Background: an optimization exercise with open tools, aiming at small area. Do not read the settings as production practice.
Function was checked by simulation only, so behaviour that the tests miss may differ from the original.
Power figures rest on the tool's default switching activity, not on a simulated workload.

build 25:
==> flow/design.v (excerpt) <==
module regfile_sb
#(
   parameter  int WIDTH = regfile_pkg::DEFAULT_WIDTH,
   parameter  int DEPTH = regfile_pkg::DEFAULT_DEPTH,
   localparam int AW    = regfile_pkg::calc_aw(DEPTH)
) (
   input  logic             clk,
   input  logic             reset,
   input  logic             ra_en,
   input  logic [AW-1:0]    ra_addr,
   output logic [WIDTH-1:0] ra_data,
   output logic             ra_busy,
   input  logic             rb_en,
   input  logic [AW-1:0]    rb_addr,
   output logic [WIDTH-1:0] rb_data,
   output logic             rb_busy,
   input  logic             w_en,
   input  logic [AW-1:0]    w_addr,
   input  logic [WIDTH-1:0] w_data,
   input  logic             iss_en,
   input  logic [AW-1:0]    iss_addr,
   output logic             stall,
   output logic [DEPTH-1:0] busy_vec,
   output logic             err
);
Settings: LEC_CHECK=0, CAP_MARGIN=20, CORE_MARGIN=2, CORE_UTILIZATION=40, SLEW_MARGIN=20, SYNTH_HIERARCHICAL=1; clock period 8.0 ns.
standard.sh (not shown) runs the stock make flow with config.mk's settings and CLKGATE_MAP_FILE= SYNTH_SCRIPT=/design/flow/synth_recipe.tcl, a recipe that flattens the netlist after the stock synthesis.
==> flow/flow/run.sh <==
#!/bin/bash
# The standard layout (standard.sh: ORFS synthesis through finish), with two
# changes: every port gets the smallest buffer (buf_1) instead of the one
# buffer_ports picks by default, and CTS builds the tree from clkbuf_8 only,
# with up to 16 sinks per leaf buffer and no dummy loads. make's full output
# goes to standard_flow.log; each ORFS step keeps its own log under orfs/logs/.
set -euo pipefail
bash standard.sh \
   "BUFFER_PORTS_ARGS=-buffer_cell sky130_fd_sc_hd__buf_1" \
   "CTS_ARGS=-sink_clustering_enable -repair_clock_nets -dont_use_dummy_load -buf_list sky130_fd_sc_hd__clkbuf_8 -sink_clustering_size 16 -sink_clustering_max_diameter 60" \
   finish > standard_flow.log 2>&1
Setup changes, build 25 to build 93
==> flow/flow/run.sh <==
#!/bin/bash
# The standard layout (standard.sh: ORFS synthesis through finish), with three
# changes: every port gets the smallest buffer (buf_1) instead of the one
# buffer_ports picks by default; CTS clusters up to 24 sinks per leaf buffer
# and inserts no dummy loads; and after global routing the resizer downsizes
# gates that have timing slack to spare (RECOVER_POWER). make's full output
# goes to standard_flow.log; each ORFS step keeps its own log under orfs/logs/.
set -euo pipefail
bash standard.sh \
   "BUFFER_PORTS_ARGS=-buffer_cell sky130_fd_sc_hd__buf_1" \
   "CTS_ARGS=-sink_clustering_enable -repair_clock_nets -dont_use_dummy_load -sink_clustering_size 24 -sink_clustering_max_diameter 70" \
   RECOVER_POWER=100 \
   finish > standard_flow.log 2>&1
==> notes.md <==
- Build 93 had finished all stages when the layout checks came back failing, citing max-capacitance violations, max-slew violations.
- On global-route wire length before repair, build 25 and build 93 are neck and neck.
- Between build 93 and build 25, the global-route usage does not differ in any meaningful way.
- Compared to build 25, build 93 shows a narrower setup margin.
- Delta (build 93 minus build 25): share of final layout cell area taken by non-clock buffers lost 0.28 points; combinational cell fraction of total power fell by 0.4 points.
- For aggregate routed wire length, build 93 and build 25 come out practically identical.
--- input diff build 93..build 54 ---
==> flow/flow/run.sh <==
#!/bin/bash
# The standard layout (standard.sh: ORFS synthesis through finish), with two
# changes: every port gets the smallest buffer (buf_1) instead of the one
# buffer_ports picks by default, and CTS clusters more sinks per leaf buffer
# and inserts no dummy loads. make's full output goes to standard_flow.log;
# each ORFS step keeps its own log under orfs/logs/.
set -euo pipefail
bash standard.sh \
   "BUFFER_PORTS_ARGS=-buffer_cell sky130_fd_sc_hd__buf_1" \
   "CTS_ARGS=-sink_clustering_enable -repair_clock_nets -dont_use_dummy_load -sink_clustering_size 24 -sink_clustering_max_diameter 70" \
   finish > standard_flow.log 2>&1
==> notes.md <==
Build 54: flow completed, timing, DRC and antenna clean. In build 54, the count of vias placed by the detailed router came out about 0.6% below the value in build 93. Cmp build 54 vs build 93: total iterations of the first detailed-routing run higher in build 54. Between build 93 and build 54, the combinational fraction of design power figures differ only marginally. Changes observed in build 54 relative to build 93: area added between synthesis and finish increased by 0.44 points relative to the old numbers; utilization of the core after routing went up 0.18 points. Ratio of routed vias to standard cells (higher): build 93.
For build 22, these inputs were changed with respect to build 54:
==> flow/run.sh (new file) <==
#!/bin/bash
# synth_recipe.tcl (not shown) runs the flow's synth.tcl, then flattens the netlist and writes it again
# the make line also repeats each setting of config.mk as NAME=value (left out here)
make -C /OpenROAD-flow-scripts/flow DESIGN_CONFIG=/design/flow/config.mk WORK_HOME=/design/flow/orfs CLKGATE_MAP_FILE= SYNTH_SCRIPT=/design/flow/synth_recipe.tcl finish
-- flow/config.mk --
<<< build 54, line 9
export CORE_MARGIN = 2
export CORE_UTILIZATION = 40
export SLEW_MARGIN = 20
>>> build 22, line 9
export CORE_MARGIN = 2
export CORE_UTILIZATION = 30
export SLEW_MARGIN = 20
removed: flow/flow/run.sh
removed: flow/standard.sh
[summary]
Build 54 has lower share of the clock period used by the worst path than build 22.
[compare] base=build 54 new=build 22: pin count of the biggest net entering global routing decreased by 2.8% relative to the old numbers, number of tap instances moved up.
Compared to build 54, build 22 was floorplanned on a bigger die.
Build 54 → build 22: fraction of area in clock buffers and inverters now larger; met3 routing resource usage after global routing grew by 1.3 points; met3 routed wirelength increased by 5400 um relative to the old numbers.
Comparing end-of-flow core utilization for build 22 and build 54, the smaller number came from build 22.
Register-to-register setup slack: build 22 > build 54
[build 22 vs build 54] post-layout net count: higher in build 22
The standard-cell row count in build 22 was higher than what build 54 gave.

## afterwards: timing with drivers on the ports
How much do the figures lean on ideal ports? The routed layouts below were timed once more, with nothing changed but the port constraints.
Step 1 assumes that a clkbuf_16 drives the clock port and a buf_2 every other input.
Step 2 also shifts input and output timing later by t, the mid clock arrival at the registers, as if the neighbouring blocks saw the same clock.
Three values: ideal ports, drivers, drivers and shift; two values: the first two.
| run | t (ns) | setup WS [ns] | worst setup path after step 2 | clock arrival spread, ns | slew at the worst register clock pin (ns) |
|---|---|---|---|---|---|
| build 25 | 0.815 | 1.002 / 0.977 / 0.977 | input to output | 0.093 / 0.093 | 0.11 / 0.11 |
| build 93 | 0.740 | 0.691 / 0.668 / 0.292 | input to register | 0.063 / 0.063 | 0.11 / 0.11 |
| build 54 | 0.746 | 1.013 / 0.988 / 0.988 | input to output | 0.061 / 0.061 | 0.11 / 0.11 |
| build 22 | 0.807 | 0.474 / 0.334 / 0.334 | input to output | 0.026 / 0.026 | 0.07 / 0.07 |
The setup slack of build 93, which loses most, moves by -0.023 ns with the drivers and by -0.399 ns with both steps.
